What follows belongs to an exercise in optimizing a design on an open flow for small area, a short achievable clock period and few clock cycles; a production flow would make more cautious choices. Function was checked by simulation only, so behaviour that the tests miss may differ from the original.

==> flow/design.v (outline; a module is shown in full before it is edited, if it fits) <==
// module credit_fifo: 49 lines
// module kernel_store: 45 lines
// module conv1d_relu: 146 lines
// module cnn_dot3p: 914 lines
// module cnn_dot3n: 940 lines
// module cnn_fa: 10 lines
// module cnn_ha: 9 lines
// module max_pool_pair: 30 lines
// module cnn_layer_top: 79 lines
module cnn_layer_top
(
    input  wire logic          clk,
    input  wire logic          rst_n,
    input  wire logic          i_sample_valid,
    input  wire cnn_pkg::sample_t       i_sample,
    input  wire logic          i_sample_last,
    output logic               o_sample_credit,
    input  wire logic          i_load_weights,
    input  wire cnn_pkg::weights_flat_t i_weights,
    input  wire logic          i_load_biases,
    input  wire cnn_pkg::biases_flat_t  i_biases,
    output logic               o_feat_valid,
    output cnn_pkg::feature_vec_t       o_feat,
    output logic               o_feat_last,
    input  wire logic          i_feat_credit
);
  // ...
==> flow/flow/run.sh <==
#!/bin/bash
# The standard layout, with plain buffers (buf_2) on the ports instead of the
# delay buffers buffer_ports picks by default. Everything else, synthesis
# included, is the standard flow (standard.sh).
set -euo pipefail
export BUFFER_PORTS_ARGS="-buffer_cell sky130_fd_sc_hd__buf_2"
bash standard.sh > standard.log 2>&1
==> flow/standard.sh <==
#!/bin/bash
# synth_recipe.tcl (not shown) runs the flow's synth.tcl, then flattens the netlist and writes it again
# the make line also repeats each setting of config.mk as NAME=value (left out here)
make -C /OpenROAD-flow-scripts/flow DESIGN_CONFIG=/design/flow/config.mk WORK_HOME=/design/flow/orfs CLKGATE_MAP_FILE= SYNTH_SCRIPT=/design/flow/synth_recipe.tcl "${@:-finish}"
==> flow/config.mk <==
export PLATFORM = sky130hd
export DESIGN_NAME = cnn_layer_top
export DESIGN_NICKNAME = cnn_layer_top
export VERILOG_FILES = /design/flow/design.v
export SDC_FILE = /design/flow/constraint.sdc
export NUM_CORES = 4
export LEC_CHECK = 0
export CAP_MARGIN = 20
export CORE_MARGIN = 2
export CORE_UTILIZATION = 40
export SLEW_MARGIN = 20
export SYNTH_HIERARCHICAL = 1
export SYNTH_MINIMUM_KEEP_SIZE = 0
==> flow/constraint.sdc <==
create_clock -name core_clock -period 11.0 [get_ports {clk}]
set_input_delay 2.2000 -clock core_clock [delete_from_list [all_inputs] [get_ports {clk}]]
set_output_delay 2.2000 -clock core_clock [all_outputs]
set_load 0.01 [all_outputs]
==> impl_metrics.csv, run 1 <==
group,metric,value,unit
floorplan,die-height,426,microns
grt,first_global_vias,52646,
grt,met3_usage,4.15,%
yosys,synthArstFlopShare,8.52,%
yosys,ys_types,80,
worst_setup_path,cp.depth,12,
clock_network,path_clk_slew,0.06,ns
clock_network,cts_tree,"built",
clock_network,clockRootBuffer,"clkbuf_16",
worst_setup_path,reg2reg_setup_slack,7.01,ns
yosys,yosysSeqAreaShare,33.3,%
hold_path,hp-start,"u_conv.last_pipe[1]",
final_layout,inverters,339,
yosys,synthMuxAreaShare,1.57,%
worst_setup_path,critPathSlowestCell,"or4b_4",
final_layout,finish.utilization,44.9,%
route,dr_wl_met2,101000,microns
final_layout,stdcell_count,8639,
sta,rsz0062_at_grt,"false",
worst_setup_path,reg2reg_to,"u_conv.g_filter[1].g_p.u_dot.y[0]",
placed_design,place_congestion,0.901,
outcome,status,"no timing/DRC/antenna violations",
grt,grt_max_degree,87,
route,post_drt_wl_per_cell,23.9,microns
sta,slew_violations,0,
sta,slew_headroom,18.2,%
worst_setup_path,slowest_delay,0.54,ns
yosys,synth_top_family_by_area,"adder cells",
Testbench counts, summed over its fixed seeds: cycles 8,009.
==> module cnn_dot3p, before the edit <==
module cnn_dot3p (
    input  wire logic       clk,
    input  wire logic [7:0] x0,
    input  wire logic [7:0] xn0,
    input  wire logic [7:0] x1,
    input  wire logic [7:0] xn1,
    input  wire logic [7:0] x2,
    input  wire logic [7:0] xn2,
    input  wire logic [7:0] wq0,
    input  wire logic [7:0] wq1,
    input  wire logic [7:0] wq2,
    input  wire logic [7:0] bq,
    output logic      [7:0] y
);
    logic p1;
    logic p2;
    logic p3;
    logic p4;
    logic p5;
    logic p6;
    logic p7;
    logic p8;
    logic p9;
    logic p10;
    logic p11;
    logic p12;
    logic p13;
    logic p14;
    logic p15;
    logic p16;
    logic p17;
    logic p18;
    logic p19;
    logic p20;
    logic p21;
    logic p22;
    logic p23;
    logic p24;
    logic p25;
    logic p26;
    logic p27;
    logic p28;
    logic p29;
    logic p30;
    logic p31;
    logic p32;
    logic p33;
    logic p34;
    logic p35;
    logic p36;
    logic p37;
    logic p38;
    logic p39;
    logic p40;
    logic p41;
    logic p42;
    logic p43;
    logic p44;
    logic p45;
    logic p46;
    logic p47;
    logic p48;
    logic p49;
    logic p50;
    logic p51;
    logic p52;
    logic p53;
    logic p54;
    logic p55;
    logic p56;
    logic p57;
    logic p58;
    logic p59;
    logic p60;
    logic p61;
    logic p62;
    logic p63;
    logic p64;
    logic p65;
    logic p66;
    logic p67;
    logic p68;
    logic p69;
    logic p70;
    logic p71;
    logic p72;
    logic p73;
    logic p74;
    logic p75;
    logic p76;
    logic p77;
    logic p78;
    logic p79;
    logic p80;
    logic p81;
    logic p82;
    logic p83;
    logic p84;
    logic p85;
    logic p86;
    logic p87;
    logic p88;
    logic p89;
    logic p90;
    logic p91;
    logic p92;
    logic p93;
    logic p94;
    logic p95;
    logic p96;
    logic p97;
    logic p98;
    logic p99;
    logic p100;
    logic p101;
    logic p102;
    logic p103;
    logic p104;
    logic p105;
    logic p106;
    logic p107;
    logic p108;
    logic p109;
    logic p110;
    logic p111;
    logic p112;
    logic p113;
    logic p114;
    logic p115;
    logic p116;
    logic p117;
    logic p118;
    logic p119;
    logic p120;
    logic p121;
    logic p122;
    logic p123;
    logic p124;
    logic p125;
    logic p126;
    logic p127;
    logic p128;
    logic p129;
    logic p130;
    logic p131;
    logic p132;
    logic p133;
    logic p134;
    logic p135;
    logic p136;
    logic p137;
    logic p138;
    logic p139;
    logic p140;
    logic p141;
    logic p142;
    logic p143;
    logic p144;
    logic p145;
    logic p146;
    logic p147;
    logic p148;
    logic p149;
    logic p150;
    logic p151;
    logic p152;
    logic p153;
    logic p154;
    logic p155;
    logic p156;
    logic p157;
    logic p158;
    logic p159;
    logic p160;
    logic p161;
    logic p162;
    logic p163;
    logic p164;
    logic p165;
    logic p166;
    logic p167;
    logic p168;
    logic p169;
    logic p170;
    logic p171;
    logic p172;
    logic p173;
    logic p174;
    logic p175;
    logic p176;
    logic p177;
    logic p178;
    logic p179;
    logic p180;
    logic p181;
    logic p182;
    logic p183;
    logic p184;
    logic p185;
    logic p186;
    logic p187;
    logic p188;
    logic p189;
    logic p190;
    logic p191;
    logic p192;
    logic p193;
    logic p194;
    logic p195;
    logic p196;
    logic p197;
    logic p198;
    logic p199;
    logic p200;
    logic s201, c202;
    logic s203, c204;
    logic s205, c206;
    logic s207, c208;
    logic s209, c210;
    logic s211, c212;
    logic s213, c214;
    logic s215, c216;
    logic s217, c218;
    logic s219, c220;
    logic s221, c222;
    logic s223, c224;
    logic s225, c226;
    logic s227, c228;
    logic s229, c230;
    logic s231, c232;
    logic s233, c234;
    logic s235, c236;
    logic s237, c238;
    logic s239, c240;
    logic s241, c242;
    logic s243, c244;
    logic s245, c246;
    logic s247, c248;
    logic s249, c250;
    logic s251, c252;
    logic s253, c254;
    logic s255, c256;
    logic s257, c258;
    logic s259, c260;
    logic s261, c262;
    logic s263, c264;
    logic s265, c266;
    logic s267, c268;
    logic s269, c270;
    logic s271, c272;
    logic s273, c274;
    logic s275, c276;
    logic s277, c278;
    logic s279, c280;
    logic s281, c282;
    logic s283, c284;
    logic s285, c286;
    logic s287, c288;
    logic s289, c290;
    logic s291, c292;
    logic s293, c294;
    logic s295, c296;
    logic s297, c298;
    logic s299, c300;
    logic s301, c302;
    logic s303, c304;
    logic s305, c306;
    logic s307, c308;
    logic s309, c310;
    logic s311, c312;
    logic s313, c314;
    logic s315, c316;
    logic s317, c318;
    logic s319, c320;
    logic s321, c322;
    logic s323, c324;
    logic s325, c326;
    logic s327, c328;
    logic s329, c330;
    logic s331, c332;
    logic s333, c334;
    logic s335, c336;
    logic s337, c338;
    logic s339, c340;
    logic s341, c342;
    logic s343, c344;
    logic s345, c346;
    logic s347, c348;
    logic s349, c350;
    logic s351, c352;
    logic s353, c354;
    logic s355, c356;
    logic s357, c358;
    logic s359, c360;
    logic s361, c362;
    logic s363, c364;
    logic s365, c366;
    logic s367, c368;
    logic s369, c370;
    logic s371, c372;
    logic s373, c374;
    logic s375, c376;
    logic s377, c378;
    logic s379, c380;
    logic s381, c382;
    logic s383, c384;
    logic s385, c386;
    logic s387, c388;
    logic s389, c390;
    logic s391, c392;
    logic s393, c394;
    logic s395, c396;
    logic s397, c398;
    logic s399, c400;
    logic s401, c402;
    logic s403, c404;
    logic s405, c406;
    logic s407, c408;
    logic s409, c410;
    logic s411, c412;
    logic s413, c414;
    logic s415, c416;
    logic s417, c418;
    logic s419, c420;
    logic s421, c422;
    logic s423, c424;
    logic s425, c426;
    logic s427, c428;
    logic s429, c430;
    logic s431, c432;
    logic s433, c434;
    logic s435, c436;
    logic s437, c438;
    logic s439, c440;
    logic s441, c442;
    logic s443, c444;
    logic s445, c446;
    logic s447, c448;
    logic s449, c450;
    logic s451, c452;
    logic s453, c454;
    logic s455, c456;
    logic s457, c458;
    logic s459, c460;
    logic s461, c462;
    logic s463, c464;
    logic s465, c466;
    logic s467, c468;
    logic s469, c470;
    logic s471, c472;
    logic s473, c474;
    logic s475, c476;
    logic s477, c478;
    logic s479, c480;
    logic s481, c482;
    logic s483, c484;
    logic s485, c486;
    logic s487, c488;
    logic s489, c490;
    logic s491, c492;
    logic s493, c494;
    logic s495, c496;
    logic s497, c498;
    logic s499, c500;
    logic r1_p1;
    logic r1_p2;
    logic r1_p3;
    logic r1_p4;
    logic r1_p10;
    logic r1_p11;
    logic r1_s375;
    logic r1_s447;
    logic r1_s379;
    logic r1_c448;
    logic r1_s449;
    logic r1_s451;
    logic r1_c450;
    logic r1_c452;
    logic r1_s453;
    logic r1_s455;
    logic r1_c454;
    logic r1_c456;
    logic r1_s457;
    logic r1_s459;
    logic r1_c458;
    logic r1_c460;
    logic r1_s461;
    logic r1_s463;
    logic r1_c462;
    logic r1_c464;
    logic r1_s465;
    logic r1_s467;
    logic r1_c466;
    logic r1_c468;
    logic r1_s469;
    logic r1_s471;
    logic r1_c470;
    logic r1_c472;
    logic r1_s473;
    logic r1_s475;
    logic r1_c474;
    logic r1_c476;
    logic r1_s477;
    logic r1_s479;
    logic r1_c478;
    logic r1_c480;
    logic r1_s481;
    logic r1_s483;
    logic r1_c482;
    logic r1_c484;
    logic r1_s485;
    logic r1_s487;
    logic r1_c486;
    logic r1_c488;
    logic r1_s489;
    logic r1_s491;
    logic r1_c490;
    logic r1_c492;
    logic r1_s493;
    logic r1_s495;
    logic r1_c494;
    logic r1_c496;
    logic r1_s497;
    logic r1_s499;
    logic r1_c498;
    logic r1_c500;
    logic s501, c502;
    logic s503, c504;
    logic s505, c506;
    logic s507, c508;
    logic s509, c510;
    logic s511, c512;
    logic s513, c514;
    logic s515, c516;
    logic s517, c518;
    logic s519, c520;
    logic s521, c522;
    logic s523, c524;
    logic s525, c526;
    logic s527, c528;
    logic s529, c530;
    logic s531, c532;
    logic s533, c534;
    logic s535, c536;
    logic s537, c538;
    logic s539, c540;
    logic s541, c542;
    logic s543, c544;
    logic s545, c546;
    logic s547, c548;
    logic s549, c550;
    logic s551, c552;
    logic s553, c554;
    logic s555, c556;
    logic s557, c558;
    logic s559, c560;
    logic s561, c562;
    logic s563, c564;
    logic [17:0] row_a, row_b, sum;
    logic [7:0] y_c;
    assign p1 = ~(wq0[0] | xn0[0]);
    assign p2 = ~(wq1[0] | xn1[0]);
    assign p3 = ~(wq2[0] | xn2[0]);
    assign p4 = bq[0];
    assign p5 = ~(wq0[1] | xn0[0]);
    assign p6 = ~(wq0[0] | xn0[1]);
    assign p7 = ~(wq1[1] | xn1[0]);
    assign p8 = ~(wq1[0] | xn1[1]);
    assign p9 = ~(wq2[1] | xn2[0]);
    assign p10 = ~(wq2[0] | xn2[1]);
    assign p11 = bq[1];
    assign p12 = ~(wq0[2] | xn0[0]);
    assign p13 = ~(wq0[1] | xn0[1]);
    assign p14 = ~(wq0[0] | xn0[2]);
    assign p15 = ~(wq1[2] | xn1[0]);
    assign p16 = ~(wq1[1] | xn1[1]);
    assign p17 = ~(wq1[0] | xn1[2]);
    assign p18 = ~(wq2[2] | xn2[0]);
    assign p19 = ~(wq2[1] | xn2[1]);
    assign p20 = ~(wq2[0] | xn2[2]);
    assign p21 = bq[2];
    assign p22 = ~(wq0[3] | xn0[0]);
    assign p23 = ~(wq0[2] | xn0[1]);
    assign p24 = ~(wq0[1] | xn0[2]);
    assign p25 = ~(wq0[0] | xn0[3]);
    assign p26 = ~(wq1[3] | xn1[0]);
    assign p27 = ~(wq1[2] | xn1[1]);
    assign p28 = ~(wq1[1] | xn1[2]);
    assign p29 = ~(wq1[0] | xn1[3]);
    assign p30 = ~(wq2[3] | xn2[0]);
    assign p31 = ~(wq2[2] | xn2[1]);
    assign p32 = ~(wq2[1] | xn2[2]);
    assign p33 = ~(wq2[0] | xn2[3]);
    assign p34 = bq[3];
    assign p35 = ~(wq0[4] | xn0[0]);
    assign p36 = ~(wq0[3] | xn0[1]);
    assign p37 = ~(wq0[2] | xn0[2]);
    assign p38 = ~(wq0[1] | xn0[3]);
    assign p39 = ~(wq0[0] | xn0[4]);
    assign p40 = ~(wq1[4] | xn1[0]);
    assign p41 = ~(wq1[3] | xn1[1]);
    assign p42 = ~(wq1[2] | xn1[2]);
    assign p43 = ~(wq1[1] | xn1[3]);
    assign p44 = ~(wq1[0] | xn1[4]);
    assign p45 = ~(wq2[4] | xn2[0]);
    assign p46 = ~(wq2[3] | xn2[1]);
    assign p47 = ~(wq2[2] | xn2[2]);
    assign p48 = ~(wq2[1] | xn2[3]);
    assign p49 = ~(wq2[0] | xn2[4]);
    assign p50 = bq[4];
    assign p51 = ~(wq0[5] | xn0[0]);
    assign p52 = ~(wq0[4] | xn0[1]);
    assign p53 = ~(wq0[3] | xn0[2]);
    assign p54 = ~(wq0[2] | xn0[3]);
    assign p55 = ~(wq0[1] | xn0[4]);
    assign p56 = ~(wq0[0] | xn0[5]);
    assign p57 = ~(wq1[5] | xn1[0]);
    assign p58 = ~(wq1[4] | xn1[1]);
    assign p59 = ~(wq1[3] | xn1[2]);
    assign p60 = ~(wq1[2] | xn1[3]);
    assign p61 = ~(wq1[1] | xn1[4]);
    assign p62 = ~(wq1[0] | xn1[5]);
    assign p63 = ~(wq2[5] | xn2[0]);
    assign p64 = ~(wq2[4] | xn2[1]);
    assign p65 = ~(wq2[3] | xn2[2]);
    assign p66 = ~(wq2[2] | xn2[3]);
    assign p67 = ~(wq2[1] | xn2[4]);
    assign p68 = ~(wq2[0] | xn2[5]);
    assign p69 = bq[5];
    assign p70 = ~(wq0[6] | xn0[0]);
    assign p71 = ~(wq0[5] | xn0[1]);
    assign p72 = ~(wq0[4] | xn0[2]);
    assign p73 = ~(wq0[3] | xn0[3]);
    assign p74 = ~(wq0[2] | xn0[4]);
    assign p75 = ~(wq0[1] | xn0[5]);
    assign p76 = ~(wq0[0] | xn0[6]);
    assign p77 = ~(wq1[6] | xn1[0]);
    assign p78 = ~(wq1[5] | xn1[1]);
    assign p79 = ~(wq1[4] | xn1[2]);
    assign p80 = ~(wq1[3] | xn1[3]);
    assign p81 = ~(wq1[2] | xn1[4]);
    assign p82 = ~(wq1[1] | xn1[5]);
    assign p83 = ~(wq1[0] | xn1[6]);
    assign p84 = ~(wq2[6] | xn2[0]);
    assign p85 = ~(wq2[5] | xn2[1]);
    assign p86 = ~(wq2[4] | xn2[2]);
    assign p87 = ~(wq2[3] | xn2[3]);
    assign p88 = ~(wq2[2] | xn2[4]);
    assign p89 = ~(wq2[1] | xn2[5]);
    assign p90 = ~(wq2[0] | xn2[6]);
    assign p91 = bq[6];
    assign p92 = ~(wq0[7] & x0[0]);
    assign p93 = ~(wq0[6] | xn0[1]);
    assign p94 = ~(wq0[5] | xn0[2]);
    assign p95 = ~(wq0[4] | xn0[3]);
    assign p96 = ~(wq0[3] | xn0[4]);
    assign p97 = ~(wq0[2] | xn0[5]);
    assign p98 = ~(wq0[1] | xn0[6]);
    assign p99 = ~(wq0[0] | xn0[7]);
    assign p100 = ~(wq1[7] & x1[0]);
    assign p101 = ~(wq1[6] | xn1[1]);
    assign p102 = ~(wq1[5] | xn1[2]);
    assign p103 = ~(wq1[4] | xn1[3]);
    assign p104 = ~(wq1[3] | xn1[4]);
    assign p105 = ~(wq1[2] | xn1[5]);
    assign p106 = ~(wq1[1] | xn1[6]);
    assign p107 = ~(wq1[0] | xn1[7]);
    assign p108 = ~(wq2[7] & x2[0]);
    assign p109 = ~(wq2[6] | xn2[1]);
    assign p110 = ~(wq2[5] | xn2[2]);
    assign p111 = ~(wq2[4] | xn2[3]);
    assign p112 = ~(wq2[3] | xn2[4]);
    assign p113 = ~(wq2[2] | xn2[5]);
    assign p114 = ~(wq2[1] | xn2[6]);
    assign p115 = ~(wq2[0] | xn2[7]);
    assign p116 = bq[7];
    assign p117 = ~(wq0[7] & x0[1]);
    assign p118 = ~(wq0[6] | xn0[2]);
    assign p119 = ~(wq0[5] | xn0[3]);
    assign p120 = ~(wq0[4] | xn0[4]);
    assign p121 = ~(wq0[3] | xn0[5]);
    assign p122 = ~(wq0[2] | xn0[6]);
    assign p123 = ~(wq0[1] | xn0[7]);
    assign p124 = ~(wq1[7] & x1[1]);
    assign p125 = ~(wq1[6] | xn1[2]);
    assign p126 = ~(wq1[5] | xn1[3]);
    assign p127 = ~(wq1[4] | xn1[4]);
    assign p128 = ~(wq1[3] | xn1[5]);
    assign p129 = ~(wq1[2] | xn1[6]);
    assign p130 = ~(wq1[1] | xn1[7]);
    assign p131 = ~(wq2[7] & x2[1]);
    assign p132 = ~(wq2[6] | xn2[2]);
    assign p133 = ~(wq2[5] | xn2[3]);
    assign p134 = ~(wq2[4] | xn2[4]);
    assign p135 = ~(wq2[3] | xn2[5]);
    assign p136 = ~(wq2[2] | xn2[6]);
    assign p137 = ~(wq2[1] | xn2[7]);
    assign p138 = ~(wq0[7] & x0[2]);
    assign p139 = ~(wq0[6] | xn0[3]);
    assign p140 = ~(wq0[5] | xn0[4]);
    assign p141 = ~(wq0[4] | xn0[5]);
    assign p142 = ~(wq0[3] | xn0[6]);
    assign p143 = ~(wq0[2] | xn0[7]);
    assign p144 = ~(wq1[7] & x1[2]);
    assign p145 = ~(wq1[6] | xn1[3]);
    assign p146 = ~(wq1[5] | xn1[4]);
    assign p147 = ~(wq1[4] | xn1[5]);
    assign p148 = ~(wq1[3] | xn1[6]);
    assign p149 = ~(wq1[2] | xn1[7]);
    assign p150 = ~(wq2[7] & x2[2]);
    assign p151 = ~(wq2[6] | xn2[3]);
    assign p152 = ~(wq2[5] | xn2[4]);
    assign p153 = ~(wq2[4] | xn2[5]);
    assign p154 = ~(wq2[3] | xn2[6]);
    assign p155 = ~(wq2[2] | xn2[7]);
    assign p156 = ~(wq0[7] & x0[3]);
    assign p157 = ~(wq0[6] | xn0[4]);
    assign p158 = ~(wq0[5] | xn0[5]);
    assign p159 = ~(wq0[4] | xn0[6]);
    assign p160 = ~(wq0[3] | xn0[7]);
    assign p161 = ~(wq1[7] & x1[3]);
    assign p162 = ~(wq1[6] | xn1[4]);
    assign p163 = ~(wq1[5] | xn1[5]);
    assign p164 = ~(wq1[4] | xn1[6]);
    assign p165 = ~(wq1[3] | xn1[7]);
    assign p166 = ~(wq2[7] & x2[3]);
    assign p167 = ~(wq2[6] | xn2[4]);
    assign p168 = ~(wq2[5] | xn2[5]);
    assign p169 = ~(wq2[4] | xn2[6]);
    assign p170 = ~(wq2[3] | xn2[7]);
    assign p171 = ~(wq0[7] & x0[4]);
    assign p172 = ~(wq0[6] | xn0[5]);
    assign p173 = ~(wq0[5] | xn0[6]);
    assign p174 = ~(wq0[4] | xn0[7]);
    assign p175 = ~(wq1[7] & x1[4]);
    assign p176 = ~(wq1[6] | xn1[5]);
    assign p177 = ~(wq1[5] | xn1[6]);
    assign p178 = ~(wq1[4] | xn1[7]);
    assign p179 = ~(wq2[7] & x2[4]);
    assign p180 = ~(wq2[6] | xn2[5]);
    assign p181 = ~(wq2[5] | xn2[6]);
    assign p182 = ~(wq2[4] | xn2[7]);
    assign p183 = ~(wq0[7] & x0[5]);
    assign p184 = ~(wq0[6] | xn0[6]);
    assign p185 = ~(wq0[5] | xn0[7]);
    assign p186 = ~(wq1[7] & x1[5]);
    assign p187 = ~(wq1[6] | xn1[6]);
    assign p188 = ~(wq1[5] | xn1[7]);
    assign p189 = ~(wq2[7] & x2[5]);
    assign p190 = ~(wq2[6] | xn2[6]);
    assign p191 = ~(wq2[5] | xn2[7]);
    assign p192 = ~(wq0[7] & x0[6]);
    assign p193 = ~(wq0[6] | xn0[7]);
    assign p194 = ~(wq1[7] & x1[6]);
    assign p195 = ~(wq1[6] | xn1[7]);
    assign p196 = ~(wq2[7] & x2[6]);
    assign p197 = ~(wq2[6] | xn2[7]);
    assign p198 = ~(wq0[7] & x0[7]);
    assign p199 = ~(wq1[7] & x1[7]);
    assign p200 = ~(wq2[7] & x2[7]);
    cnn_fa u_s201 (.a(p70), .b(p71), .c(p72), .s(s201), .co(c202));
    cnn_ha u_s203 (.a(p73), .b(p74), .s(s203), .co(c204));
    cnn_fa u_s205 (.a(p92), .b(p93), .c(p94), .s(s205), .co(c206));
    cnn_fa u_s207 (.a(p95), .b(p96), .c(p97), .s(s207), .co(c208));
    cnn_fa u_s209 (.a(p98), .b(p99), .c(p100), .s(s209), .co(c210));
    cnn_fa u_s211 (.a(p101), .b(p102), .c(p103), .s(s211), .co(c212));
    assign s213 = ~(p117 ^ p118);
    assign c214 = p117 | p118;
    cnn_fa u_s215 (.a(p119), .b(p120), .c(p121), .s(s215), .co(c216));
    cnn_fa u_s217 (.a(p122), .b(p123), .c(p124), .s(s217), .co(c218));
    cnn_ha u_s219 (.a(p125), .b(p126), .s(s219), .co(c220));
    cnn_fa u_s221 (.a(p138), .b(p139), .c(p140), .s(s221), .co(c222));
    cnn_ha u_s223 (.a(p141), .b(p142), .s(s223), .co(c224));
    cnn_fa u_s225 (.a(p35), .b(p36), .c(p37), .s(s225), .co(c226));
    cnn_ha u_s227 (.a(p38), .b(p39), .s(s227), .co(c228));
    cnn_fa u_s229 (.a(p51), .b(p52), .c(p53), .s(s229), .co(c230));
    cnn_fa u_s231 (.a(p54), .b(p55), .c(p56), .s(s231), .co(c232));
    cnn_fa u_s233 (.a(p57), .b(p58), .c(p59), .s(s233), .co(c234));
    cnn_fa u_s235 (.a(p60), .b(p61), .c(p62), .s(s235), .co(c236));
    cnn_fa u_s237 (.a(p75), .b(p76), .c(p77), .s(s237), .co(c238));
    cnn_fa u_s239 (.a(p78), .b(p79), .c(p80), .s(s239), .co(c240));
    cnn_fa u_s241 (.a(p81), .b(p82), .c(p83), .s(s241), .co(c242));
    cnn_fa u_s243 (.a(p84), .b(p85), .c(p86), .s(s243), .co(c244));
    cnn_fa u_s245 (.a(p87), .b(p88), .c(p89), .s(s245), .co(c246));
    cnn_fa u_s247 (.a(p104), .b(p105), .c(p106), .s(s247), .co(c248));
    cnn_fa u_s249 (.a(p107), .b(p108), .c(p109), .s(s249), .co(c250));
    cnn_fa u_s251 (.a(p110), .b(p111), .c(p112), .s(s251), .co(c252));
    cnn_fa u_s253 (.a(p113), .b(p114), .c(p115), .s(s253), .co(c254));
    cnn_fa u_s255 (.a(p116), .b(c202), .c(c204), .s(s255), .co(c256));
    cnn_ha u_s257 (.a(s205), .b(s207), .s(s257), .co(c258));
    cnn_fa u_s259 (.a(p127), .b(p128), .c(p129), .s(s259), .co(c260));
    cnn_fa u_s261 (.a(p130), .b(p131), .c(p132), .s(s261), .co(c262));
    cnn_fa u_s263 (.a(p133), .b(p134), .c(p135), .s(s263), .co(c264));
    cnn_fa u_s265 (.a(p136), .b(p137), .c(c206), .s(s265), .co(c266));
    cnn_fa u_s267 (.a(c208), .b(c210), .c(c212), .s(s267), .co(c268));
    cnn_fa u_s269 (.a(s213), .b(s215), .c(s217), .s(s269), .co(c270));
    cnn_fa u_s271 (.a(p143), .b(p144), .c(p145), .s(s271), .co(c272));
    cnn_fa u_s273 (.a(p146), .b(p147), .c(p148), .s(s273), .co(c274));
    cnn_fa u_s275 (.a(p149), .b(p150), .c(p151), .s(s275), .co(c276));
    cnn_fa u_s277 (.a(p152), .b(p153), .c(p154), .s(s277), .co(c278));
    cnn_fa u_s279 (.a(p155), .b(c214), .c(c216), .s(s279), .co(c280));
    cnn_fa u_s281 (.a(c218), .b(c220), .c(s221), .s(s281), .co(c282));
    cnn_fa u_s283 (.a(p156), .b(p157), .c(p158), .s(s283), .co(c284));
    cnn_fa u_s285 (.a(p159), .b(p160), .c(p161), .s(s285), .co(c286));
    cnn_fa u_s287 (.a(p162), .b(p163), .c(p164), .s(s287), .co(c288));
    cnn_fa u_s289 (.a(p165), .b(p166), .c(p167), .s(s289), .co(c290));
    cnn_fa u_s291 (.a(p168), .b(p169), .c(p170), .s(s291), .co(c292));
    cnn_fa u_s293 (.a(p171), .b(p172), .c(p173), .s(s293), .co(c294));
    cnn_fa u_s295 (.a(p174), .b(p175), .c(p176), .s(s295), .co(c296));
    cnn_ha u_s297 (.a(p12), .b(p13), .s(s297), .co(c298));
    cnn_fa u_s299 (.a(p22), .b(p23), .c(p24), .s(s299), .co(c300));
    cnn_fa u_s301 (.a(p25), .b(p26), .c(p27), .s(s301), .co(c302));
    cnn_ha u_s303 (.a(p28), .b(p29), .s(s303), .co(c304));
    cnn_fa u_s305 (.a(p40), .b(p41), .c(p42), .s(s305), .co(c306));
    cnn_fa u_s307 (.a(p43), .b(p44), .c(p45), .s(s307), .co(c308));
    cnn_fa u_s309 (.a(p46), .b(p47), .c(p48), .s(s309), .co(c310));
    cnn_ha u_s311 (.a(p49), .b(p50), .s(s311), .co(c312));
    cnn_fa u_s313 (.a(p63), .b(p64), .c(p65), .s(s313), .co(c314));
    cnn_fa u_s315 (.a(p66), .b(p67), .c(p68), .s(s315), .co(c316));
    cnn_fa u_s317 (.a(p69), .b(c226), .c(c228), .s(s317), .co(c318));
    cnn_fa u_s319 (.a(s229), .b(s231), .c(s233), .s(s319), .co(c320));
    cnn_fa u_s321 (.a(p90), .b(p91), .c(s201), .s(s321), .co(c322));
    cnn_fa u_s323 (.a(s203), .b(c230), .c(c232), .s(s323), .co(c324));
    cnn_fa u_s325 (.a(c234), .b(c236), .c(s237), .s(s325), .co(c326));
    cnn_fa u_s327 (.a(s239), .b(s241), .c(s243), .s(s327), .co(c328));
    cnn_fa u_s329 (.a(s209), .b(s211), .c(c238), .s(s329), .co(c330));
    cnn_fa u_s331 (.a(c240), .b(c242), .c(c244), .s(s331), .co(c332));
    cnn_fa u_s333 (.a(c246), .b(s247), .c(s249), .s(s333), .co(c334));
    cnn_fa u_s335 (.a(s251), .b(s253), .c(s255), .s(s335), .co(c336));
    cnn_fa u_s337 (.a(s219), .b(c248), .c(c250), .s(s337), .co(c338));
    cnn_fa u_s339 (.a(c252), .b(c254), .c(c256), .s(s339), .co(c340));
    cnn_fa u_s341 (.a(c258), .b(s259), .c(s261), .s(s341), .co(c342));
    cnn_fa u_s343 (.a(s263), .b(s265), .c(s267), .s(s343), .co(c344));
    cnn_fa u_s345 (.a(s223), .b(c260), .c(c262), .s(s345), .co(c346));
    cnn_fa u_s347 (.a(c264), .b(c266), .c(c268), .s(s347), .co(c348));
    cnn_fa u_s349 (.a(c270), .b(s271), .c(s273), .s(s349), .co(c350));
    cnn_fa u_s351 (.a(s275), .b(s277), .c(s279), .s(s351), .co(c352));
    cnn_fa u_s353 (.a(c222), .b(c224), .c(c272), .s(s353), .co(c354));
    cnn_fa u_s355 (.a(c274), .b(c276), .c(c278), .s(s355), .co(c356));
    cnn_fa u_s357 (.a(c280), .b(c282), .c(s283), .s(s357), .co(c358));
    cnn_fa u_s359 (.a(s285), .b(s287), .c(s289), .s(s359), .co(c360));
    cnn_fa u_s361 (.a(p177), .b(p178), .c(p179), .s(s361), .co(c362));
    cnn_fa u_s363 (.a(p180), .b(p181), .c(p182), .s(s363), .co(c364));
    cnn_fa u_s365 (.a(c284), .b(c286), .c(c288), .s(s365), .co(c366));
    cnn_fa u_s367 (.a(c290), .b(c292), .c(s293), .s(s367), .co(c368));
    cnn_fa u_s369 (.a(p183), .b(p184), .c(p185), .s(s369), .co(c370));
    cnn_fa u_s371 (.a(p186), .b(p187), .c(p188), .s(s371), .co(c372));
    cnn_fa u_s373 (.a(p189), .b(p190), .c(p191), .s(s373), .co(c374));
    cnn_ha u_s375 (.a(p5), .b(p6), .s(s375), .co(c376));
    cnn_fa u_s377 (.a(p14), .b(p15), .c(p16), .s(s377), .co(c378));
    cnn_fa u_s379 (.a(p17), .b(p18), .c(p19), .s(s379), .co(c380));
    cnn_fa u_s381 (.a(p30), .b(p31), .c(p32), .s(s381), .co(c382));
    cnn_fa u_s383 (.a(p33), .b(p34), .c(c298), .s(s383), .co(c384));
    cnn_ha u_s385 (.a(s299), .b(s301), .s(s385), .co(c386));
    cnn_fa u_s387 (.a(s225), .b(s227), .c(c300), .s(s387), .co(c388));
    cnn_fa u_s389 (.a(c302), .b(c304), .c(s305), .s(s389), .co(c390));
    cnn_fa u_s391 (.a(s307), .b(s309), .c(s311), .s(s391), .co(c392));
    cnn_fa u_s393 (.a(s235), .b(c306), .c(c308), .s(s393), .co(c394));
    cnn_fa u_s395 (.a(c310), .b(c312), .c(s313), .s(s395), .co(c396));
    cnn_fa u_s397 (.a(s315), .b(s317), .c(s319), .s(s397), .co(c398));
    cnn_fa u_s399 (.a(s245), .b(c314), .c(c316), .s(s399), .co(c400));
    cnn_fa u_s401 (.a(c318), .b(c320), .c(s321), .s(s401), .co(c402));
    cnn_fa u_s403 (.a(s323), .b(s325), .c(s327), .s(s403), .co(c404));
    cnn_fa u_s405 (.a(s257), .b(c322), .c(c324), .s(s405), .co(c406));
    cnn_fa u_s407 (.a(c326), .b(c328), .c(s329), .s(s407), .co(c408));
    cnn_fa u_s409 (.a(s331), .b(s333), .c(s335), .s(s409), .co(c410));
    cnn_fa u_s411 (.a(s269), .b(c330), .c(c332), .s(s411), .co(c412));
    cnn_fa u_s413 (.a(c334), .b(c336), .c(s337), .s(s413), .co(c414));
    cnn_fa u_s415 (.a(s339), .b(s341), .c(s343), .s(s415), .co(c416));
    cnn_fa u_s417 (.a(s281), .b(c338), .c(c340), .s(s417), .co(c418));
    cnn_fa u_s419 (.a(c342), .b(c344), .c(s345), .s(s419), .co(c420));
    cnn_fa u_s421 (.a(s347), .b(s349), .c(s351), .s(s421), .co(c422));
    cnn_fa u_s423 (.a(s291), .b(c346), .c(c348), .s(s423), .co(c424));
    cnn_fa u_s425 (.a(c350), .b(c352), .c(s353), .s(s425), .co(c426));
    cnn_fa u_s427 (.a(s355), .b(s357), .c(s359), .s(s427), .co(c428));
    cnn_fa u_s429 (.a(s295), .b(c354), .c(c356), .s(s429), .co(c430));
    cnn_fa u_s431 (.a(c358), .b(c360), .c(s361), .s(s431), .co(c432));
    cnn_fa u_s433 (.a(s363), .b(s365), .c(s367), .s(s433), .co(c434));
    cnn_fa u_s435 (.a(c294), .b(c296), .c(c362), .s(s435), .co(c436));
    cnn_fa u_s437 (.a(c364), .b(c366), .c(c368), .s(s437), .co(c438));
    cnn_fa u_s439 (.a(s369), .b(s371), .c(s373), .s(s439), .co(c440));
    cnn_fa u_s441 (.a(p192), .b(p193), .c(p194), .s(s441), .co(c442));
    cnn_fa u_s443 (.a(p195), .b(p196), .c(p197), .s(s443), .co(c444));
    cnn_fa u_s445 (.a(c370), .b(c372), .c(c374), .s(s445), .co(c446));
    cnn_fa u_s447 (.a(p7), .b(p8), .c(p9), .s(s447), .co(c448));
    cnn_fa u_s449 (.a(p20), .b(p21), .c(s297), .s(s449), .co(c450));
    cnn_ha u_s451 (.a(c376), .b(s377), .s(s451), .co(c452));
    cnn_fa u_s453 (.a(s303), .b(c378), .c(c380), .s(s453), .co(c454));
    cnn_fa u_s455 (.a(s381), .b(s383), .c(s385), .s(s455), .co(c456));
    cnn_fa u_s457 (.a(c382), .b(c384), .c(c386), .s(s457), .co(c458));
    cnn_fa u_s459 (.a(s387), .b(s389), .c(s391), .s(s459), .co(c460));
    cnn_fa u_s461 (.a(c388), .b(c390), .c(c392), .s(s461), .co(c462));
    cnn_fa u_s463 (.a(s393), .b(s395), .c(s397), .s(s463), .co(c464));
    cnn_fa u_s465 (.a(c394), .b(c396), .c(c398), .s(s465), .co(c466));
    cnn_fa u_s467 (.a(s399), .b(s401), .c(s403), .s(s467), .co(c468));
    cnn_fa u_s469 (.a(c400), .b(c402), .c(c404), .s(s469), .co(c470));
    cnn_fa u_s471 (.a(s405), .b(s407), .c(s409), .s(s471), .co(c472));
    cnn_fa u_s473 (.a(c406), .b(c408), .c(c410), .s(s473), .co(c474));
    cnn_fa u_s475 (.a(s411), .b(s413), .c(s415), .s(s475), .co(c476));
    cnn_fa u_s477 (.a(c412), .b(c414), .c(c416), .s(s477), .co(c478));
    cnn_fa u_s479 (.a(s417), .b(s419), .c(s421), .s(s479), .co(c480));
    cnn_fa u_s481 (.a(c418), .b(c420), .c(c422), .s(s481), .co(c482));
    cnn_fa u_s483 (.a(s423), .b(s425), .c(s427), .s(s483), .co(c484));
    cnn_fa u_s485 (.a(c424), .b(c426), .c(c428), .s(s485), .co(c486));
    cnn_fa u_s487 (.a(s429), .b(s431), .c(s433), .s(s487), .co(c488));
    cnn_fa u_s489 (.a(c430), .b(c432), .c(c434), .s(s489), .co(c490));
    cnn_fa u_s491 (.a(s435), .b(s437), .c(s439), .s(s491), .co(c492));
    cnn_fa u_s493 (.a(c436), .b(c438), .c(c440), .s(s493), .co(c494));
    cnn_fa u_s495 (.a(s441), .b(s443), .c(s445), .s(s495), .co(c496));
    cnn_fa u_s497 (.a(p198), .b(p199), .c(p200), .s(s497), .co(c498));
    cnn_fa u_s499 (.a(c442), .b(c444), .c(c446), .s(s499), .co(c500));
    cnn_ha u_s501 (.a(r1_p1), .b(r1_p2), .s(s501), .co(c502));
    cnn_fa u_s503 (.a(r1_p10), .b(r1_p11), .c(r1_s375), .s(s503), .co(c504));
    cnn_fa u_s505 (.a(r1_s379), .b(r1_c448), .c(r1_s449), .s(s505), .co(c506));
    cnn_fa u_s507 (.a(r1_c450), .b(r1_c452), .c(r1_s453), .s(s507), .co(c508));
    cnn_fa u_s509 (.a(r1_c454), .b(r1_c456), .c(r1_s457), .s(s509), .co(c510));
    cnn_fa u_s511 (.a(r1_c458), .b(r1_c460), .c(r1_s461), .s(s511), .co(c512));
    cnn_fa u_s513 (.a(r1_c462), .b(r1_c464), .c(r1_s465), .s(s513), .co(c514));
    cnn_fa u_s515 (.a(r1_c466), .b(r1_c468), .c(r1_s469), .s(s515), .co(c516));
    cnn_fa u_s517 (.a(r1_c470), .b(r1_c472), .c(r1_s473), .s(s517), .co(c518));
    cnn_fa u_s519 (.a(r1_c474), .b(r1_c476), .c(r1_s477), .s(s519), .co(c520));
    cnn_fa u_s521 (.a(r1_c478), .b(r1_c480), .c(r1_s481), .s(s521), .co(c522));
    cnn_fa u_s523 (.a(r1_c482), .b(r1_c484), .c(r1_s485), .s(s523), .co(c524));
    cnn_fa u_s525 (.a(r1_c486), .b(r1_c488), .c(r1_s489), .s(s525), .co(c526));
    cnn_fa u_s527 (.a(r1_c490), .b(r1_c492), .c(r1_s493), .s(s527), .co(c528));
    cnn_fa u_s529 (.a(r1_c494), .b(r1_c496), .c(r1_s497), .s(s529), .co(c530));
    assign s531 = ~r1_c498;
    assign c532 = r1_c498;
    cnn_ha u_s533 (.a(r1_p3), .b(r1_p4), .s(s533), .co(c534));
    cnn_fa u_s535 (.a(r1_s447), .b(c502), .c(s503), .s(s535), .co(c536));
    cnn_fa u_s537 (.a(r1_s451), .b(c504), .c(s505), .s(s537), .co(c538));
    cnn_fa u_s539 (.a(r1_s455), .b(c506), .c(s507), .s(s539), .co(c540));
    cnn_fa u_s541 (.a(r1_s459), .b(c508), .c(s509), .s(s541), .co(c542));
    cnn_fa u_s543 (.a(r1_s463), .b(c510), .c(s511), .s(s543), .co(c544));
    cnn_fa u_s545 (.a(r1_s467), .b(c512), .c(s513), .s(s545), .co(c546));
    cnn_fa u_s547 (.a(r1_s471), .b(c514), .c(s515), .s(s547), .co(c548));
    cnn_fa u_s549 (.a(r1_s475), .b(c516), .c(s517), .s(s549), .co(c550));
    cnn_fa u_s551 (.a(r1_s479), .b(c518), .c(s519), .s(s551), .co(c552));
    cnn_fa u_s553 (.a(r1_s483), .b(c520), .c(s521), .s(s553), .co(c554));
    cnn_fa u_s555 (.a(r1_s487), .b(c522), .c(s523), .s(s555), .co(c556));
    cnn_fa u_s557 (.a(r1_s491), .b(c524), .c(s525), .s(s557), .co(c558));
    cnn_fa u_s559 (.a(r1_s495), .b(c526), .c(s527), .s(s559), .co(c560));
    cnn_fa u_s561 (.a(r1_s499), .b(c528), .c(s529), .s(s561), .co(c562));
    cnn_fa u_s563 (.a(r1_c500), .b(c530), .c(s531), .s(s563), .co(c564));
    assign row_a = {1'b1, c532, c562, c560, c558, c556, c554, c552, c550, c548, c546, c544, c542, c540, c538, c536, c534, s501};
    assign row_b = {1'b0, c564, s563, s561, s559, s557, s555, s553, s551, s549, s547, s545, s543, s541, s539, s537, s535, s533};
    assign sum = row_a + row_b;
    assign y_c = sum[17] ? 8'd0 : (|sum[16:8]) ? 8'd255 : sum[7:0];
    always_ff @(posedge clk) begin
        r1_p1 <= p1;
        r1_p2 <= p2;
        r1_p3 <= p3;
        r1_p4 <= p4;
        r1_p10 <= p10;
        r1_p11 <= p11;
        r1_s375 <= s375;
        r1_s447 <= s447;
        r1_s379 <= s379;
        r1_c448 <= c448;
        r1_s449 <= s449;
        r1_s451 <= s451;
        r1_c450 <= c450;
        r1_c452 <= c452;
        r1_s453 <= s453;
        r1_s455 <= s455;
        r1_c454 <= c454;
        r1_c456 <= c456;
        r1_s457 <= s457;
        r1_s459 <= s459;
        r1_c458 <= c458;
        r1_c460 <= c460;
        r1_s461 <= s461;
        r1_s463 <= s463;
        r1_c462 <= c462;
        r1_c464 <= c464;
        r1_s465 <= s465;
        r1_s467 <= s467;
        r1_c466 <= c466;
        r1_c468 <= c468;
        r1_s469 <= s469;
        r1_s471 <= s471;
        r1_c470 <= c470;
        r1_c472 <= c472;
        r1_s473 <= s473;
        r1_s475 <= s475;
        r1_c474 <= c474;
        r1_c476 <= c476;
        r1_s477 <= s477;
        r1_s479 <= s479;
        r1_c478 <= c478;
        r1_c480 <= c480;
        r1_s481 <= s481;
        r1_s483 <= s483;
        r1_c482 <= c482;
        r1_c484 <= c484;
        r1_s485 <= s485;
        r1_s487 <= s487;
        r1_c486 <= c486;
        r1_c488 <= c488;
        r1_s489 <= s489;
        r1_s491 <= s491;
        r1_c490 <= c490;
        r1_c492 <= c492;
        r1_s493 <= s493;
        r1_s495 <= s495;
        r1_c494 <= c494;
        r1_c496 <= c496;
        r1_s497 <= s497;
        r1_s499 <= s499;
        r1_c498 <= c498;
        r1_c500 <= c500;
    end
    always_ff @(posedge clk) y <= y_c;
endmodule
==> inputs of run 2 (changes only) <==
--- a/flow/design.v
+++ b/flow/design.v
@@ -713,16 +713,20 @@
     logic s553, c554;
     logic s555, c556;
     logic s557, c558;
     logic s559, c560;
     logic s561, c562;
     logic s563, c564;
     logic [17:0] row_a, row_b, sum;
     logic [7:0] y_c;
+    logic [8:0] lo;
+    logic [9:0] hi0, hi1, hi;
+    logic neg_c, big_c, neg, big;
+    logic [7:0] low_c, low;
     assign p1 = ~(wq0[0] | xn0[0]);
     assign p2 = ~(wq1[0] | xn1[0]);
     assign p3 = ~(wq2[0] | xn2[0]);
     assign p4 = bq[0];
     assign p5 = ~(wq0[1] | xn0[0]);
     assign p6 = ~(wq0[0] | xn0[1]);
     assign p7 = ~(wq1[1] | xn1[0]);
     assign p8 = ~(wq1[0] | xn1[1]);
@@ -1099,18 +1103,23 @@
     cnn_fa u_s553 (.a(r1_s483), .b(c520), .c(s521), .s(s553), .co(c554));
     cnn_fa u_s555 (.a(r1_s487), .b(c522), .c(s523), .s(s555), .co(c556));
     cnn_fa u_s557 (.a(r1_s491), .b(c524), .c(s525), .s(s557), .co(c558));
     cnn_fa u_s559 (.a(r1_s495), .b(c526), .c(s527), .s(s559), .co(c560));
     cnn_fa u_s561 (.a(r1_s499), .b(c528), .c(s529), .s(s561), .co(c562));
     cnn_fa u_s563 (.a(r1_c500), .b(c530), .c(s531), .s(s563), .co(c564));
     assign row_a = {1'b1, c532, c562, c560, c558, c556, c554, c552, c550, c548, c546, c544, c542, c540, c538, c536, c534, s501};
     assign row_b = {1'b0, c564, s563, s561, s559, s557, s555, s553, s551, s549, s547, s545, s543, s541, s539, s537, s535, s533};
-    assign sum = row_a + row_b;
-    assign y_c = sum[17] ? 8'd0 : (|sum[16:8]) ? 8'd255 : sum[7:0];
+    assign lo  = {1'b0, row_a[7:0]} + {1'b0, row_b[7:0]};
+    assign hi0 = row_a[17:8] + row_b[17:8];
+    assign hi1 = row_a[17:8] + row_b[17:8] + 1'b1;
+    assign hi  = lo[8] ? hi1 : hi0;
+    assign neg_c = hi[9];
+    assign big_c = |hi[8:0];
+    assign low_c = lo[7:0];
     always_ff @(posedge clk) begin
         r1_p1 <= p1;
         r1_p2 <= p2;
         r1_p3 <= p3;
         r1_p4 <= p4;
         r1_p10 <= p10;
         r1_p11 <= p11;
         r1_s375 <= s375;
@@ -1165,17 +1174,22 @@
         r1_s495 <= s495;
         r1_c494 <= c494;
         r1_c496 <= c496;
         r1_s497 <= s497;
         r1_s499 <= s499;
         r1_c498 <= c498;
         r1_c500 <= c500;
     end
-    always_ff @(posedge clk) y <= y_c;
+    always_ff @(posedge clk) begin
+        low <= low_c;
+        neg <= neg_c;
+        big <= big_c;
+    end
+    assign y = neg ? 8'd0 : big ? 8'd255 : low;
 endmodule
 module cnn_dot3n (
     input  wire logic       clk,
     input  wire logic [7:0] x0,
     input  wire logic [7:0] xn0,
     input  wire logic [7:0] x1,
     input  wire logic [7:0] xn1,
     input  wire logic [7:0] x2,
@@ -1636,16 +1650,20 @@
     logic s571, c572;
     logic s573, c574;
     logic s575, c576;
     logic s577, c578;
     logic s579, c580;
     logic s581, c582;
     logic [17:0] row_a, row_b, sum;
     logic [7:0] y_c;
+    logic [8:0] lo;
+    logic [9:0] hi0, hi1, hi;
+    logic neg_c, big_c, neg, big;
+    logic [7:0] low_c, low;
     assign p1 = ~(wq0[0] & x0[0]);
     assign p2 = ~(wq1[0] & x1[0]);
     assign p3 = ~(wq2[0] & x2[0]);
     assign p4 = bq[0];
     assign p5 = ~(wq0[1] & x0[0]);
     assign p6 = ~(wq0[0] & x0[1]);
     assign p7 = ~(wq1[1] & x1[0]);
     assign p8 = ~(wq1[0] & x1[1]);
@@ -2039,18 +2057,23 @@
     cnn_fa u_s571 (.a(r1_s501), .b(c538), .c(s539), .s(s571), .co(c572));
     cnn_fa u_s573 (.a(r1_s505), .b(c540), .c(s541), .s(s573), .co(c574));
     cnn_fa u_s575 (.a(r1_s509), .b(c542), .c(s543), .s(s575), .co(c576));
     cnn_fa u_s577 (.a(r1_s513), .b(c544), .c(s545), .s(s577), .co(c578));
     cnn_fa u_s579 (.a(r1_s517), .b(c546), .c(s547), .s(s579), .co(c580));
     cnn_fa u_s581 (.a(r1_c518), .b(c548), .c(s549), .s(s581), .co(c582));
     assign row_a = {1'b1, c550, c580, c578, c576, c574, c572, c570, c568, c566, c564, c562, c560, c558, c556, c554, c552, s519};
     assign row_b = {1'b0, c582, s581, s579, s577, s575, s573, s571, s569, s567, s565, s563, s561, s559, s557, s555, s553, s551};
-    assign sum = row_a + row_b;
-    assign y_c = !sum[17] ? 8'd0 : (~&sum[16:8]) ? 8'd255 : ~sum[7:0];
+    assign lo  = {1'b0, row_a[7:0]} + {1'b0, row_b[7:0]};
+    assign hi0 = row_a[17:8] + row_b[17:8];
+    assign hi1 = row_a[17:8] + row_b[17:8] + 1'b1;
+    assign hi  = lo[8] ? hi1 : hi0;
+    assign neg_c = !hi[9];
+    assign big_c = ~&hi[8:0];
+    assign low_c = ~lo[7:0];
     always_ff @(posedge clk) begin
         r1_p2 <= p2;
         r1_p3 <= p3;
         r1_p4 <= p4;
         r1_s461 <= s461;
         r1_s389 <= s389;
         r1_c462 <= c462;
         r1_s463 <= s463;
@@ -2105,17 +2128,22 @@
         r1_s513 <= s513;
         r1_c512 <= c512;
         r1_c514 <= c514;
         r1_s515 <= s515;
         r1_s517 <= s517;
         r1_c516 <= c516;
         r1_c518 <= c518;
     end
-    always_ff @(posedge clk) y <= y_c;
+    always_ff @(posedge clk) begin
+        low <= low_c;
+        neg <= neg_c;
+        big <= big_c;
+    end
+    assign y = neg ? 8'd0 : big ? 8'd255 : low;
 endmodule
 module cnn_fa (
     input  wire logic a,
     input  wire logic b,
     input  wire logic c,
     output logic      s,
     output logic      co
 );
==> impl_metrics.csv, run 2 <==
group,metric,value,unit
grt,track_usage,23.3,%
worst_setup_path,r2r_cells,6,
route,dr.pass1.iters,5,
clock_network,clock_latency,0.80,ns
final_layout,mostFrequentLayoutCells,"fa_1 (1,365), nor2_1 (963), nand2_1 (791)",
worst_setup_path,slowest_delay,0.66,ns
yosys,synth_warnings,12,
floorplan,core,0.176,sq mm
yosys,synth_area_per_cell,12.1,sq um
clock_network,post_cts_buffers,0,
sta,finalCriticalPeriod,4.00,ns
sta,holdWs,0.327,ns
grt,first_global_vias,51141,
worst_setup_path,startpoint,"i_load_weights",
route,wl,207000,microns
grt,grt_pass1_wl,315000,microns
yosys,synth_top_area_share,38.4,%
worst_setup_path,path_class,"in -> reg",
route,viasPerCell,5.28,
placed_design,io_buffers,337,
yosys,syn_nets,7848,
clock_network,hold_buffers,0,
yosys,synth_area_leaders,"fa_1 (38%), dfxtp_1 (18%), edfxtp_1 (13%)",
final_layout,final_area,0.0796,sq mm
worst_setup_path,crit_required,11.41,ns
yosys,ys_ff_latch,1025,
sta,min_period_over_period,36.3,%
yosys,post-synth-top-count-cell,"fa_1",
clock_network,htree_levels,3,
clock_network,numClockSinks,1025,
yosys,ys_types,79,
worst_setup_path,arrival,4.41,ns
worst_setup_path,cp-end-kind,"flip-flop",
placed_design,place_congestion,0.884,
sta,hold_viol,0,
floorplan,die_width,426,microns
outcome,status,"no timing/DRC/antenna violations",
route,post_drt_wl_per_cell,24.0,microns
final_layout,fill_cells,16132,
final_layout,largest_register,"u_kernel_store.o_weights",
route,vias,45605,
yosys,mappedNetlistArea,0.0712,sq mm
clock_network,clockBufferDepth,3,
final_layout,ff_latch_area,0.0241,sq mm
yosys,synthArstFlopShare,8.39,%
grt,grt_max_degree,99,
placed_design,dp_slack,6.29,ns
yosys,synth_top_area_cell,"fa_1",
yosys,synth_edf_count,308,
yosys,synthCells,5871,
sta,fmax,0.250,GHz
clock_network,path_clk_slew,0.06,ns
sta,slew_headroom,24.6,%
clock_network,cts.repair.resized,0,
yosys,synthTopCellsByCount,"fa_1 (1,365), nor2_1 (963), nand2_1 (791)",
job,drv_cap,0,
worst_setup_path,reg2reg_setup_slack,7.05,ns
final_layout,largestRegisters,"u_kernel_store.o_weights: 192 flops, u_kernel_store.o_biases: 64 flops, u_pool.o_out_data: 64 flops",
placed_design,dp_hpwl,151000,microns
sta,postLayoutSetupSlackWorst,7.00,ns
worst_setup_path,regToRegStartpoint,"u_conv.xn0[3]",
route,drt.antenna.violating_nets,0,
route,drcViolationCount,0,
final_layout,nNetsFinal,8161,
sta,slew_violations,0,
hold_path,min_path_type,"reg -> reg",
worst_setup_path,cp_max_fo,98,
sta,skew,0.0727,ns
final_layout,drive_above_1_share,13.3,%
sta,rsz0062_at_grt,"false",
grt,grt_overflow,0,
sta,fin_tns_setup,0,ns
clock_network,cts-buffers-inserted,116,
final_layout,largest_reg_flops,192,
final_layout,multi_input_comb_area,0.0449,sq mm
worst_setup_path,cp-start-kind,"input port",
worst_setup_path,reg2reg_to,"u_conv.g_filter[2].g_p.u_dot.r1_s475",
grt,antenna_found_initial,16,
clock_network,cts_tree,"built",
sta,worstMarginPinSlew,1.13,ns
floorplan,num_rows,154,
floorplan,die_area,0.181,sq mm
yosys,yosysSeqAreaShare,33.8,%
yosys,synth_top_flop_cell,"dfxtp_1",
worst_setup_path,critPathSlowestCell,"buf_4",
worst_setup_path,worstSetupEndpoint,"u_kernel_store.o_weights[64]",
clock_network,clockRootBuffer,"clkbuf_16",
sta,finalSetupViolations,0,
floorplan,ios,338,
worst_setup_path,cpMostUsedCell,"buf_4",
floorplan,start_util,40.3,%
placed_design,dpl_cell_area,0.0754,sq mm
route,drt_iter0_drc,3455,
worst_setup_path,path_cells,"buf_8, buf_4, buf_4",
final_layout,final_common_cell,"fa_1",
hold_path,hp-start,"u_conv.last_pipe[2]",
final_layout,area_growth,11.8,%
floorplan,die-height,426,microns
## run 2: cell count changes after synthesis, sizes merged, moves of 16 or more
cell    delta
xor2      +20
nand3     -36
clkbuf    -20
a211o     -20
a21oi     -60
inv       +32
dfxtp     +16
nor2     +132
nand2     -72
xnor2     +16
o21a      -36
a31oi     -20
a21o      -20
## run 2: worst min-delay path by stage
| stage | slack [ns] | cells after the start | end |
|---|---|---|---|
| after global placement | 0.31 | 0 | u_conv.last_pipe[3] |
| after global routing | 0.33 | 0 | u_conv.last_pipe[3] |
| final | 0.33 | 0 | u_conv.last_pipe[3] |
| after detailed placement | 0.31 | 0 | u_conv.last_pipe[3] |
| after floorplan | 0.31 | 0 | u_conv.last_pipe[2] |
| after CTS | 0.33 | 0 | u_conv.last_pipe[3] |
## run 2: logic make-up after synthesis
| logic type | count (synthesis) | synth area share (%) |
|---|---|---|
| and+or+nand+nor | 2030 | 12.1 |
| adders and majority gates | 1706 | 44.4 |
| DFF | 1025 | 33.8 |
| buffers and inverters | 566 | 3.14 |
| AOI/OAI and AO/OA | 351 | 3.64 |
| xor gates and xnor gates | 113 | 1.43 |
| muxes | 80 | 1.52 |
## run 2: area by class of cell
type / instances / share of cell area [%]
clock buffer: 146 / 4.06
sequential: 1025 / 30.3
clock inverter: 76 / 1.17
timing repair buffer: 390 / 2.64
inverter: 371 / 1.75
multi-input combinational: 4280 / 56.4
tap: 2340 / 3.68
antenna: 5 / 0.0157
## run 2: per-module statistics from Yosys, one instance, submodules excluded, excerpt
module / copies in the design / area [sq um] / flops+latches / cells
cnn_dot3p: 4 / 3300 / 72 / 429
cnn_fa: 1348 / 20.0 / 0 / 1
max_pool_pair: 1 / 3710 / 66 / 305
cnn_dot3n: 4 / 3310 / 72 / 424
cnn_ha: 96 / 12.5 / 0 / 1
conv1d_relu: 1 / 2280 / 81 / 166
kernel_store: 1 / 8770 / 257 / 457
## run 2: metrics by stage
stage	util [%]	instances
floorplan	-	5871
global placement	42.7	8406
detailed placement	42.7	8406
CTS	45.1	8628
global route	45.1	8631
finish	45.1	8633
## run 2: routing by layer
layer / vias up / GRT usage [%] / share of wire (%)
met4: 16 / 11.5 / 5.3
li1: 19315 / - / -
met3: 580 / 4.90 / 7.8
met2: 2062 / 38.1 / 47
met5: - / 0 / 0.039
met1: 23632 / 29.4 / 39
## run 2: critical path: cells and delay by family
kind / cells / cell delay, ns
buffers and inverters: 3 / 1.77
Testbench counts of run 2, summed over its fixed seeds: cycles 8,009.
==> inputs of run 3 (changes only) <==
==> flow/flow/run.sh (replaced) <==
#!/bin/bash
set -euo pipefail
export BUFFER_PORTS_ARGS="-buffer_cell sky130_fd_sc_hd__buf_2"
export SETUP_SLACK_MARGIN=7.6
bash standard.sh > standard.log 2>&1
--- a/flow/config.mk
+++ b/flow/config.mk
@@ -8,6 +8,8 @@
 export CAP_MARGIN = 20
 export CORE_MARGIN = 2
 export CORE_UTILIZATION = 40
+export CTS_CLUSTER_DIAMETER = 120
+export CTS_CLUSTER_SIZE = 30
 export SLEW_MARGIN = 20
 export SYNTH_HIERARCHICAL = 1
 export SYNTH_MINIMUM_KEEP_SIZE = 0
==> impl_metrics.csv, run 3 <==
group,metric,value,unit
outcome,status,"no timing/DRC/antenna violations",
final_layout,finish.utilization,45.1,%
grt,antenna_found_initial,17,
yosys,post-synth-top-count-cell,"fa_1",
final_layout,largest_register,"u_kernel_store.o_weights",
final_layout,fill_cells,16288,
yosys,synth_top_flop_cell,"dfxtp_1",
route,vias,45985,
yosys,mappedNetlistArea,0.0712,sq mm
grt,track_usage,23.4,%
final_layout,final_area,0.0796,sq mm
floorplan,die_width,426,microns
yosys,synthCells,5871,
final_layout,ff_latch_area,0.0242,sq mm
clock_network,clockRootBuffer,"clkbuf_16",
yosys,synth_top_area_cell,"fa_1",
final_layout,largest_reg_flops,192,
floorplan,die_area,0.181,sq mm
placed_design,place_congestion,0.900,
worst_setup_path,crit_required,8.80,ns
grt,first_global_vias,49938,
worst_setup_path,critPathSlowestCell,"edfxtp_1",
final_layout,mostFrequentLayoutCells,"fa_1 (1,347), nor2_1 (961), nand2_1 (788)",
yosys,ys_ff_latch,1025,
sta,fmax,0.283,GHz
placed_design,dp_hpwl,153000,microns
final_layout,final_common_cell,"fa_1",
floorplan,num_rows,154,
placed_design,dpl_cell_area,0.0754,sq mm
placed_design,dp_slack,6.23,ns
worst_setup_path,arrival,1.33,ns
grt,grt_overflow,0,
route,drt_iter0_drc,3718,
placed_design,dp.cells,8407,
worst_setup_path,path_buf_inv,1,
worst_setup_path,cp_max_fo,2,
route,drt.antenna.violating_nets,0,
yosys,synthTopCellsByCount,"fa_1 (1,365), nor2_1 (963), nand2_1 (791)",
final_layout,largestRegisters,"u_kernel_store.o_weights: 192 flops, u_kernel_store.o_biases: 64 flops, u_pool.o_out_data: 64 flops",
sta,postLayoutSetupSlackWorst,7.47,ns
sta,finalCriticalPeriod,3.53,ns
final_layout,drive_above_1_share,15.4,%
yosys,synth_warnings,12,
yosys,yosysSeqAreaShare,33.8,%
worst_setup_path,path_class,"reg -> out",
yosys,synth_top_area_share,38.4,%
worst_setup_path,cp-end-kind,"output port",
grt,grt_max_degree,89,
sta,skew,0.0636,ns
route,dr.pass1.iters,6,
clock_network,htree_levels,2,
placed_design,io_buffers,337,
worst_setup_path,path_cells,"buf_2",
sta,slew_violations,0,
route,post_drt_wl_per_cell,24.5,microns
clock_network,clockBufferDepth,3,
floorplan,ios,338,
sta,hold_viol,0,
yosys,synth_edf_count,308,
route,drcViolationCount,0,
floorplan,die-height,426,microns
clock_network,cts_tree,"built",
yosys,synthArstFlopShare,8.39,%
yosys,synth_area_leaders,"fa_1 (38%), dfxtp_1 (18%), edfxtp_1 (13%)",
sta,slew_headroom,31.8,%
route,wl,213000,microns
yosys,synth_area_per_cell,12.1,sq um
floorplan,core,0.176,sq mm
worst_setup_path,cp-start-kind,"flip-flop",
sta,min_period_over_period,32.1,%
final_layout,area_growth,11.9,%
sta,finalSetupViolations,0,
sta,fin_tns_setup,0,ns
clock_network,cts-buffers-inserted,44,
clock_network,clock_latency,0.74,ns
hold_path,min_path_type,"reg -> reg",
floorplan,start_util,40.3,%
yosys,ys_types,79,
job,drv_cap,0,
clock_network,path_clk_slew,0.12,ns
worst_setup_path,slowest_delay,0.43,ns
sta,worstMarginPinSlew,1.02,ns
final_layout,nNetsFinal,8279,
clock_network,numClockSinks,1025,
worst_setup_path,crit_family,"flip-flops",
yosys,syn_nets,7848,
sta,rsz0062_at_grt,"true",
grt,grt_pass1_wl,315000,microns
final_layout,stdcell_count,8685,
route,viasPerCell,5.29,
final_layout,multi_input_comb_area,0.0454,sq mm
run 3: cell counts after synthesis:
No cell type changed its count.
run 3: logic make-up after synthesis:
| kind of cell | Yosys count | synth area share, % |
|---|---|---|
| AO/OA/AOI/OAI | 351 | 3.64 |
| AND/OR/NAND/NOR | 2030 | 12.1 |
| flip-flops | 1025 | 33.8 |
| buffers and inverters | 566 | 3.14 |
| XOR/XNOR | 113 | 1.43 |
| multiplexers | 80 | 1.52 |
| adder cells (fa/ha/maj) | 1706 | 44.4 |
run 3: area by class of cell:
cell class | count | share of cell area (%)
clock inverter | 19 | 0.327
clock buffer | 63 | 1.48
timing repair buffer | 580 | 5.36
tap | 2340 | 3.68
multi-input combinational | 4280 | 57.0
antenna | 7 | 0.0220
inverter | 371 | 1.75
sequential | 1025 | 30.4
run 3: layer usage:
| layer | part of all wire, % | track usage, % | vias up | wire length, microns |
|---|---|---|---|---|
| met5 | 0.052 | 0 | - | 110 |
| met4 | 5.8 | 11.1 | 18 | 12400 |
| met3 | 7.9 | 4.36 | 582 | 16900 |
| met2 | 47 | 38.0 | 2101 | 101000 |
| met1 | 39 | 30.3 | 23817 | 83000 |
| li1 | - | - | 19467 | - |
run 3: final timing paths:
path / start / endpoint / slack, ns / cells after the start
min: u_conv.odd_pipe[1] / u_conv.odd_pipe[2] / 0.32 / 0
min reg2reg: u_conv.odd_pipe[1] / u_conv.odd_pipe[2] / 0.32 / 0
max in group asynchronous: rst_n / u_kernel_store.o_biases[8] / 8.21 / 2
max reg2reg: u_conv.g_filter[3].g_p.u_dot.r1_s473 / u_conv.g_filter[3].g_p.u_dot.neg / 7.59 / 12
max: u_pool.o_out_data[47] / o_feat[47] / 7.47 / 1
min in group asynchronous: rst_n / u_pool.o_out_valid / 1.43 / 1
run 3: Yosys stat by module, one instance, submodules excluded, a selection:
module	flip-flops and latches	area (sq um)	times used
kernel_store	257	8770	1
max_pool_pair	66	3710	1
cnn_dot3n	72	3310	4
cnn_dot3p	72	3300	4
conv1d_relu	81	2280	1
cnn_fa	0	20.0	1348
cnn_ha	0	12.5	96
run 3: per-stage QoR:
stage          hold WS [ns]
2_1_floorplan         0.310
6_report              0.320
3_5_place_dp          0.312
5_1_grt               0.339
4_1_cts               0.326
3_3_place_gp          0.310
run 3: repair_timing:
item | in CTS | in global routing
setup endpoints to repair | 356 | 159
resized for setup | 145 | 105
buffers inserted | 76 | 103
gates cloned | 3 | 7
pin swaps | 20 | 46
hold buffers | 0 | 0

==> afterwards: timing with drivers on the ports <==
The flow's constraints put no driver on any port. The routed layouts listed below were extracted and timed again, unchanged, in two steps.
Step 1 assumes that a clkbuf_16 drives the clock port and a buf_2 every other input.
Step 2 moves the port delays by t, midway between the first and last clock arrival at a register: inputs arrive t later, outputs are due t later. That takes back most of the time a late clock gives input paths.
Three values: ideal ports, drivers, drivers and shift; two values: the first two.
run | t (ns) | setup WS [ns] | worst slew at a driven data input, ns
run 1 | 0.829 | 7.008 / 7.008 / 6.262 | 0.12
run 2 | 0.845 | 7.002 / 7.035 / 6.190 | 0.10
run 3 | 0.792 | 7.469 / 7.388 / 6.964 | 0.08
After both steps setup and hold are still met in every run listed. For run 2, which loses most, drivers alone change the setup slack by +0.033 ns; drivers and shift together by -0.812 ns.
